This design comes from an exercise in tuning for small area, a short achievable clock period and few clock cycles on the open sky130 flow, not from production work.
RTL that was checked went through simulation tests only; none was proved equivalent to the original.

Setup of cedar:
==> flow/design.v <==
`default_nettype none
package store_pkg;
  localparam int unsigned BUS_NIBBLES = 16;
  localparam int unsigned BUS_BYTES   = 8;
  localparam int unsigned BUS_NB_W    = 4;
  localparam int unsigned SEQ_NIBBLES = 32;
  localparam int unsigned SEQ_NB_W    = 5;
  typedef struct packed {
    logic [SEQ_NIBBLES-1:0][3:0] nb;
    logic [SEQ_NIBBLES-1:0]      en;
  } seq_entry_t;
  typedef struct packed {
    logic [BUS_NB_W-1:0] addr_off;
    logic                is_head;
    logic [BUS_NB_W:0]   lbn;
    logic                is_last;
    logic                is_final;
  } txn_beat_t;
  typedef struct packed {
    logic [7:0] vstart;
    logic [1:0] eew;
  } meta_t;
  typedef struct packed {
    logic [4*BUS_NIBBLES-1:0] data;
    logic [BUS_BYTES-1:0]     strb;
    logic                     last;
  } w_beat_t;
  typedef struct packed {
    logic                load;
    logic [SEQ_NB_W-1:0] load_ptr;
    logic                advance;
    logic [BUS_NB_W:0]   adv_cnt;
    logic                bus_clear;
    logic                seq_clear;
  } cursor_cmd_t;
  typedef struct packed {
    logic [BUS_NB_W:0]   start;
    logic [BUS_NB_W:0]   upper;
    logic [SEQ_NB_W-1:0] seq_ptr;
  } pack_win_t;
endpackage
`default_nettype wire
`timescale 1ns/1ps
`default_nettype none
module ready_gate_rx (
  input  wire logic a_i,
  input  wire logic b_i,
  input  wire logic w_i,
  output logic      y_o
);
  assign y_o = a_i || (b_i && w_i);
endmodule
module ready_gate_tx (
  input  wire logic a_i,
  input  wire logic b_i,
  input  wire logic c_i,
  input  wire logic w_i,
  input  wire logic d_i,
  input  wire logic v_i,
  output logic      y_o
);
  assign y_o = a_i || (b_i && (c_i || w_i) && (d_i || v_i));
endmodule
`default_nettype wire
`timescale 1ns/1ps
`default_nettype none
module seq_store_top (
  input  wire logic                  clk_i,
  input  wire logic                  rst_ni,
  input  wire logic                  rx_deshfu_valid_i,
  output logic                       rx_deshfu_ready_o,
  input  wire store_pkg::seq_entry_t rx_deshfu_i,
  input  wire logic                  txn_valid_i,
  output logic                       txn_ready_o,
  input  wire store_pkg::txn_beat_t  txn_i,
  input  wire logic                  meta_valid_i,
  output logic                       meta_ready_o,
  input  wire store_pkg::meta_t      meta_i,
  output logic                       axi_w_valid_o,
  input  wire logic                  axi_w_ready_i,
  output store_pkg::w_beat_t         axi_w_o
);
  logic        in_req_q;
  logic        hold_q;
  logic        view_hold_q;   
  logic [4:0]  ptr_q;
  logic [15:0][3:0] hi_nb_q;
  logic [15:0]      hi_en_q;
  logic        out_valid_q;
  store_pkg::w_beat_t out_q;
  logic        tq_valid_q;
  logic [3:0]  tq_lower_q;
  logic [4:0]  tq_cnt_q;
  logic        tq_last_q;
  logic        tq_final_q;
  logic        tn_valid_q;
  logic [3:0]  tn_lower_q;
  logic [4:0]  tn_cnt_q;
  logic        tn_last_q;
  logic        tn_final_q;
  logic [4:0]  sum_q;     
  logic        span_q;    
  logic        ge17_q;    
  logic        rdy_s0_q;  
  logic        rdy_v0_q;  
  logic        rdy_v1_q;  
  logic        ge32_q;    
  logic [4:0]  rot_q;     
  logic        mv0_q;
  logic [4:0]  moff0_q;
  logic base;
  logic straddle;
  logic slot_free;
  logic need_x;
  logic step;
  logic capture;
  logic take_x;
  logic fin;
  logic load_meta;
  logic tn_move;
  logic tn_load;
  assign base      = in_req_q && tq_valid_q;
  assign straddle  = !hold_q && span_q;
  assign slot_free = !out_valid_q || axi_w_ready_i;
  assign need_x    = !hold_q || span_q;
  assign fin       = tq_final_q;
  assign capture   = base && straddle && rx_deshfu_valid_i;
  assign step      = base && !straddle && slot_free && (!need_x || rx_deshfu_valid_i);
  assign take_x    = capture || (step && (fin ? need_x : (!hold_q && ge17_q)));
  assign load_meta = mv0_q && (!in_req_q || (step && fin));
  assign tn_move   = step || !tq_valid_q;
  assign tn_load   = txn_valid_i && txn_ready_o;
  logic ready_go;     
  logic ready_free;   
  logic rx_pre_a;
  logic rx_pre_b;
  logic tx_pre_a;
  logic tx_pre_b;
  assign ready_go   = base && !straddle;
  assign ready_free = !need_x;
  assign rx_pre_b   = in_req_q && (hold_q ? rdy_v1_q : rdy_v0_q);
  assign rx_pre_a   = (in_req_q && !hold_q && rdy_s0_q) || (rx_pre_b && !out_valid_q);
  assign tx_pre_a   = !tn_valid_q || !tq_valid_q;
  assign tx_pre_b   = tn_valid_q && tq_valid_q && ready_go;
  ready_gate_tx u_txn_ready (
    .a_i (tx_pre_a),
    .b_i (tx_pre_b),
    .c_i (!out_valid_q),
    .w_i (axi_w_ready_i),
    .d_i (ready_free),
    .v_i (rx_deshfu_valid_i),
    .y_o (txn_ready_o)
  );
  ready_gate_rx u_rx_ready (
    .a_i (rx_pre_a),
    .b_i (rx_pre_b),
    .w_i (axi_w_ready_i),
    .y_o (rx_deshfu_ready_o)
  );
  ready_gate_tx u_meta_ready (
    .a_i (!mv0_q || !in_req_q),
    .b_i (fin && ready_go),
    .c_i (!out_valid_q),
    .w_i (axi_w_ready_i),
    .d_i (ready_free),
    .v_i (rx_deshfu_valid_i),
    .y_o (meta_ready_o)
  );
  logic [4:0] meta_off;
  logic [4:0] ptr_n;
  always_comb begin
    case (meta_i.eew)
      2'd0:    meta_off = {meta_i.vstart[3:0], 1'b0};
      2'd1:    meta_off = {meta_i.vstart[2:0], 2'b0};
      2'd2:    meta_off = {meta_i.vstart[1:0], 3'b0};
      default: meta_off = {meta_i.vstart[0], 4'b0};
    endcase
  end
  logic [4:0] ptr_1;    
  logic [4:0] ptr_0;    
  logic [3:0] lower_0;
  logic [4:0] cnt_0;
  logic [5:0] sum_1;
  logic [5:0] sum_0;
  logic [4:0] rot_1;
  logic [4:0] rot_0;
  assign ptr_1   = fin ? moff0_q : sum_q;
  assign ptr_0   = in_req_q ? ptr_q : moff0_q;
  assign lower_0 = tq_valid_q ? tq_lower_q : tn_lower_q;
  assign cnt_0   = tq_valid_q ? tq_cnt_q : tn_cnt_q;
  assign sum_1   = {1'b0, ptr_1} + {1'b0, tn_cnt_q};
  assign sum_0   = {1'b0, ptr_0} + {1'b0, cnt_0};
  assign rot_1   = ptr_1 - {1'b0, tn_lower_q};
  assign rot_0   = ptr_0 - {1'b0, lower_0};
  logic [5:0] sum_s;
  logic [4:0] rot_s;
  logic       span_n;
  logic       ge17_n;
  logic       tqv_n;
  logic       fin_n;
  assign span_n = step ? sum_1 > 6'd32 : sum_0 > 6'd32;
  assign ge17_n = step ? sum_1 >= 6'd17 : sum_0 >= 6'd17;
  assign tqv_n  = tn_move ? tn_valid_q : tq_valid_q;
  assign fin_n  = tn_move ? tn_final_q : tq_final_q;
  assign ptr_n = step ? ptr_1 : ptr_0;
  assign sum_s = step ? sum_1 : sum_0;
  assign rot_s = step ? rot_1 : rot_0;
  always_ff @(posedge clk_i or negedge rst_ni) begin
    if (!rst_ni) begin
      in_req_q   <= 1'b0;
      hold_q     <= 1'b0;
      view_hold_q <= 1'b0;
      tq_valid_q <= 1'b0;
      tn_valid_q <= 1'b0;
    end else begin
      if (capture) begin
        hold_q <= 1'b1;
      end else if (step) begin
        if (fin) begin
          hold_q <= 1'b0;
        end else if (hold_q) begin
          hold_q <= !ge32_q;
        end else begin
          hold_q <= ge17_q && !ge32_q;
        end
      end
      if (capture) begin
        view_hold_q <= 1'b1;
      end else if (step) begin
        view_hold_q <= !fin && !ge32_q && (view_hold_q || ge17_q);
      end
      if (load_meta) begin
        in_req_q <= 1'b1;
      end else if (step && fin) begin
        in_req_q <= 1'b0;
      end
      if (tn_move) begin
        tq_valid_q <= tn_valid_q;
      end
      if (txn_ready_o) begin
        tn_valid_q <= txn_valid_i;
      end
    end
  end
  always_ff @(posedge clk_i) begin
    ptr_q  <= ptr_n;
    sum_q  <= sum_s[4:0];
    span_q <= span_n;
    ge17_q <= ge17_n;
    rdy_s0_q <= tqv_n && span_n;
    rdy_v0_q <= tqv_n && !span_n && (fin_n || ge17_n);
    rdy_v1_q <= tqv_n && fin_n && span_n;
    ge32_q <= sum_s[5];
    rot_q  <= rot_s;
    if (tn_move) begin
      tq_lower_q <= tn_lower_q;
      tq_cnt_q   <= tn_cnt_q;
      tq_last_q  <= tn_last_q;
      tq_final_q <= tn_final_q;
    end
    if (tn_load) begin
      tn_lower_q <= txn_i.is_head ? txn_i.addr_off : 4'd0;
      tn_cnt_q   <= (txn_i.is_last ? txn_i.lbn : 5'd16)
                    - {1'b0, txn_i.is_head ? txn_i.addr_off : 4'd0};
      tn_last_q  <= txn_i.is_last;
      tn_final_q <= txn_i.is_final;
    end
  end
  always_ff @(posedge clk_i or negedge rst_ni) begin
    if (!rst_ni) begin
      mv0_q <= 1'b0;
    end else if (meta_ready_o) begin
      mv0_q <= meta_valid_i;
    end
  end
  always_ff @(posedge clk_i) begin
    if (meta_ready_o) begin
      moff0_q <= meta_off;
    end
  end
  always_ff @(posedge clk_i) begin
    if (take_x) begin
      for (int j = 0; j < 16; j++) begin
        hi_nb_q[j] <= rx_deshfu_i.nb[16+j];
      end
      hi_en_q <= rx_deshfu_i.en[31:16];
    end
  end
  logic [31:0][4:0] view;
  always_comb begin
    for (int j = 0; j < 32; j++) begin
      if (j >= 17 && view_hold_q) begin
        view[j] = {hi_en_q[j-16], hi_nb_q[j-16]};
      end else begin
        view[j] = {rx_deshfu_i.en[j], rx_deshfu_i.nb[j]};
      end
    end
  end
  logic [30:0][4:0] r4;
  logic [22:0][4:0] r3;
  logic [18:0][4:0] r2;
  logic [16:0][4:0] r1;
  logic [15:0][4:0] r0;
  always_comb begin
    for (int k = 0; k < 31; k++) r4[k] = rot_q[4] ? view[(k+16)%32] : view[k];
    for (int k = 0; k < 23; k++) r3[k] = rot_q[3] ? r4[k+8] : r4[k];
    for (int k = 0; k < 19; k++) r2[k] = rot_q[2] ? r3[k+4] : r3[k];
    for (int k = 0; k < 17; k++) r1[k] = rot_q[1] ? r2[k+2] : r2[k];
    for (int k = 0; k < 16; k++) r0[k] = rot_q[0] ? r1[k+1] : r1[k];
  end
  logic [4:0]       tq_upper;
  logic [15:0][3:0] bus_nb;
  assign tq_upper = {1'b0, tq_lower_q} + tq_cnt_q;
  logic [15:0]      bus_en;
  logic [7:0]       bus_strb;
  always_comb begin
    for (int i = 0; i < 16; i++) begin
      if (4'(i) >= tq_lower_q && 5'(i) < tq_upper) begin
        bus_nb[i] = r0[i][3:0];
        bus_en[i] = r0[i][4];
      end else begin
        bus_nb[i] = 4'd0;
        bus_en[i] = 1'b0;
      end
    end
    for (int k = 0; k < 8; k++) begin
      bus_strb[k] = bus_en[2*k] | bus_en[2*k+1];
    end
  end
  always_ff @(posedge clk_i or negedge rst_ni) begin
    if (!rst_ni) begin
      out_valid_q <= 1'b0;
    end else if (step) begin
      out_valid_q <= 1'b1;
    end else if (axi_w_ready_i) begin
      out_valid_q <= 1'b0;
    end
  end
  always_ff @(posedge clk_i) begin
    if (step) begin
      out_q.data <= bus_nb;
      out_q.strb <= bus_strb;
      out_q.last <= tq_last_q;
    end
  end
  assign axi_w_valid_o = out_valid_q;
  assign axi_w_o       = out_q;
endmodule
`default_nettype wire
==> flow/config.mk <==
export PLATFORM = sky130hd
export DESIGN_NAME = seq_store_top
export DESIGN_NICKNAME = seq_store_top
export VERILOG_FILES = /design/flow/design.v
export SDC_FILE = /design/flow/constraint.sdc
export NUM_CORES = 4
export LEC_CHECK = 0
export CAP_MARGIN = 20
export CORE_MARGIN = 2
export CORE_UTILIZATION = 60
export CTS_CLUSTER_DIAMETER = 70
export CTS_CLUSTER_SIZE = 32
export SETUP_SLACK_MARGIN = 3.3
export SLEW_MARGIN = 20
export SYNTH_HIERARCHICAL = 1
==> flow/constraint.sdc <==
create_clock -name core_clock -period 6.3 [get_ports {clk_i}]
set_input_delay 1.2600 -clock core_clock [delete_from_list [all_inputs] [get_ports {clk_i}]]
set_output_delay 1.2600 -clock core_clock [all_outputs]
set_load 0.01 [all_outputs]
standard.sh (not shown) runs the stock make flow with config.mk's settings and CLKGATE_MAP_FILE= SYNTH_SCRIPT=/design/flow/synth_recipe.tcl, a recipe that flattens the netlist after the stock synthesis.
==> flow/flow/run.sh <==
#!/bin/bash
# Standard ORFS layout, with the port buffers inserted as the smallest buffer
# (the resizer still upsizes any that timing needs).
set -euo pipefail
export BUFFER_PORTS_ARGS="-buffer_cell sky130_fd_sc_hd__buf_1"
bash standard.sh finish > standard_flow.log 2>&1
For pine, these inputs were changed with respect to cedar:
-- flow/design.v --
<<< cedar, line 108
  logic [4:0]  rot_q;     
  logic        mv0_q;
  logic [4:0]  moff0_q;
  logic base;
  logic straddle;
>>> pine, line 108
  logic [4:0]  rot_q;     
  logic        mv0_q;
  logic        mv1_q;
  logic [4:0]  moff0_q;
  logic [4:0]  moff1_q;
  logic base;
  logic straddle;
<<< cedar, line 158
    .y_o (rx_deshfu_ready_o)
  );
  ready_gate_tx u_meta_ready (
    .a_i (!mv0_q || !in_req_q),
    .b_i (fin && ready_go),
    .c_i (!out_valid_q),
    .w_i (axi_w_ready_i),
    .d_i (ready_free),
    .v_i (rx_deshfu_valid_i),
    .y_o (meta_ready_o)
  );
  logic [4:0] meta_off;
  logic [4:0] ptr_n;
>>> pine, line 160
    .y_o (rx_deshfu_ready_o)
  );
  assign meta_ready_o      = !mv1_q;
  logic [4:0] meta_off;
  logic [4:0] ptr_n;
<<< cedar, line 267
    end
  end
  always_ff @(posedge clk_i or negedge rst_ni) begin
    if (!rst_ni) begin
      mv0_q <= 1'b0;
    end else if (meta_ready_o) begin
      mv0_q <= meta_valid_i;
    end
  end
  always_ff @(posedge clk_i) begin
    if (meta_ready_o) begin
      moff0_q <= meta_off;
    end
  end
>>> pine, line 261
    end
  end
  logic meta_push;
  assign meta_push = meta_valid_i && !mv1_q;
  always_ff @(posedge clk_i or negedge rst_ni) begin
    if (!rst_ni) begin
      mv0_q <= 1'b0;
      mv1_q <= 1'b0;
    end else begin
      if (load_meta) begin
        mv0_q <= mv1_q || meta_push;
        mv1_q <= 1'b0;
      end else begin
        mv0_q <= mv0_q || meta_push;
        mv1_q <= mv1_q || (mv0_q && meta_push);
      end
    end
  end
  always_ff @(posedge clk_i) begin
    if (load_meta ? !mv1_q : !mv0_q) begin
      moff0_q <= meta_off;
    end else if (load_meta) begin
      moff0_q <= moff1_q;
    end
    if (meta_push && mv0_q && !load_meta) begin
      moff1_q <= meta_off;
    end
  end
Findings:
Relative to cedar, pin slew with the least headroom to its limit has gone down in pine.
Between cedar and pine, fraction of area in multi-input gates is higher for cedar, pine comes in under that.
For the post-detailed-placement half-perimeter wirelength, pine came in 3100 um lower than cedar did.
pine vs cedar — die boundary height dropped slightly
Summary of the comparison: setup slack is higher in pine, relative to cedar.
Testbench counts of pine, summed over its fixed seeds: cycles 8,613.
For cedar, only the layout was checked, not whether the RTL still works.

---

## the reference run
Starts from the design.v that is shown in full above.
==> flow/config.mk <==
export PLATFORM = sky130hd
export DESIGN_NAME = seq_store_top
export DESIGN_NICKNAME = seq_store_top
export VERILOG_FILES = /design/flow/design.v
export SDC_FILE = /design/flow/constraint.sdc
export NUM_CORES = 4
export LEC_CHECK = 0
export CAP_MARGIN = 20
export CORE_MARGIN = 2
export CORE_UTILIZATION = 60
export CTS_CLUSTER_DIAMETER = 70
export CTS_CLUSTER_SIZE = 32
export PLACE_DENSITY = 0.75
export SETUP_SLACK_MARGIN = 3.3
export SLEW_MARGIN = 20
export SYNTH_HIERARCHICAL = 1
export TNS_END_PERCENT = 20
==> flow/constraint.sdc <==
create_clock -name core_clock -period 6.3 [get_ports {clk_i}]
set_input_delay 1.2600 -clock core_clock [delete_from_list [all_inputs] [get_ports {clk_i}]]
set_output_delay 1.2600 -clock core_clock [all_outputs]
set_load 0.01 [all_outputs]
Scripts as last shown in full above: flow/flow/run.sh
Modified inputs, the trial run compared to the reference run
--- a/flow/design.v
+++ b/flow/design.v
@@ -107,7 +107,9 @@
   logic        ge32_q;    
   logic [4:0]  rot_q;     
   logic        mv0_q;
+  logic        mv1_q;
   logic [4:0]  moff0_q;
+  logic [4:0]  moff1_q;
   logic base;
   logic straddle;
   logic slot_free;
@@ -157,15 +159,7 @@
     .w_i (axi_w_ready_i),
     .y_o (rx_deshfu_ready_o)
   );
-  ready_gate_tx u_meta_ready (
-    .a_i (!mv0_q || !in_req_q),
-    .b_i (fin && ready_go),
-    .c_i (!out_valid_q),
-    .w_i (axi_w_ready_i),
-    .d_i (ready_free),
-    .v_i (rx_deshfu_valid_i),
-    .y_o (meta_ready_o)
-  );
+  assign meta_ready_o      = !mv1_q;
   logic [4:0] meta_off;
   logic [4:0] ptr_n;
   always_comb begin
@@ -266,16 +260,30 @@
       tn_final_q <= txn_i.is_final;
     end
   end
+  logic meta_push;
+  assign meta_push = meta_valid_i && !mv1_q;
   always_ff @(posedge clk_i or negedge rst_ni) begin
     if (!rst_ni) begin
       mv0_q <= 1'b0;
-    end else if (meta_ready_o) begin
-      mv0_q <= meta_valid_i;
+      mv1_q <= 1'b0;
+    end else begin
+      if (load_meta) begin
+        mv0_q <= mv1_q || meta_push;
+        mv1_q <= 1'b0;
+      end else begin
+        mv0_q <= mv0_q || meta_push;
+        mv1_q <= mv1_q || (mv0_q && meta_push);
+      end
     end
   end
   always_ff @(posedge clk_i) begin
-    if (meta_ready_o) begin
+    if (load_meta ? !mv1_q : !mv0_q) begin
       moff0_q <= meta_off;
+    end else if (load_meta) begin
+      moff0_q <= moff1_q;
+    end
+    if (meta_push && mv0_q && !load_meta) begin
+      moff1_q <= meta_off;
     end
   end
   always_ff @(posedge clk_i) begin
==> comparison <==
- Number of CTS-inserted buffers, the trial run and the reference run: higher on the reference run
- Taking the reference run over the trial run, the global-route wire length before repair ratio works out to 1.09.
- The trial run reports a lower clock-buffer cell count than the reference run does.
- Compared with the reference run, in the trial run area enclosed by the die boundary decreased about 2.4%; core area decreased 3.1%; routed via count divided by cell count decreased 3.0%.
Testbench counts of the trial run, summed over its fixed seeds: cycles 8,613.
Function not checked in the reference run: the RTL went through the layout flow alone.

[static timing again, ports no longer ideal]
How much do the figures lean on ideal ports? The routed layouts below were timed once more, with nothing changed but the port constraints.
Step 1 (the two cells are an assumption about what drives the block):
set clk [get_ports {clk_i}]
set_driving_cell -lib_cell sky130_fd_sc_hd__clkbuf_16 $clk
set_driving_cell -lib_cell sky130_fd_sc_hd__buf_2 [delete_from_list [all_inputs] $clk]
Step 2 also shifts input and output timing later by t, the mid clock arrival at the registers, as if the neighbouring blocks saw the same clock.
a / b / c = ideal / step 1 / step 2; a / b = the first two.
run | t (ns) | setup WS [ns] | worst setup path at the end | clock arrival spread, ns
cedar | 0.550 | 3.223 / 3.185 / 2.718 | input to register | 0.025 / 0.025
pine | 0.555 | 3.270 / 3.236 / 2.848 | input to register | 0.021 / 0.022
the reference run | 0.568 | 3.258 / 3.216 / 2.843 | input to register | 0.029 / 0.030
the trial run | 0.542 | 3.311 / 3.277 / 2.852 | input to register | 0.022 / 0.022
After both steps setup and hold are still met in every run listed. The setup slack of cedar, which loses most, moves by -0.038 ns with the drivers and by -0.505 ns with both steps.
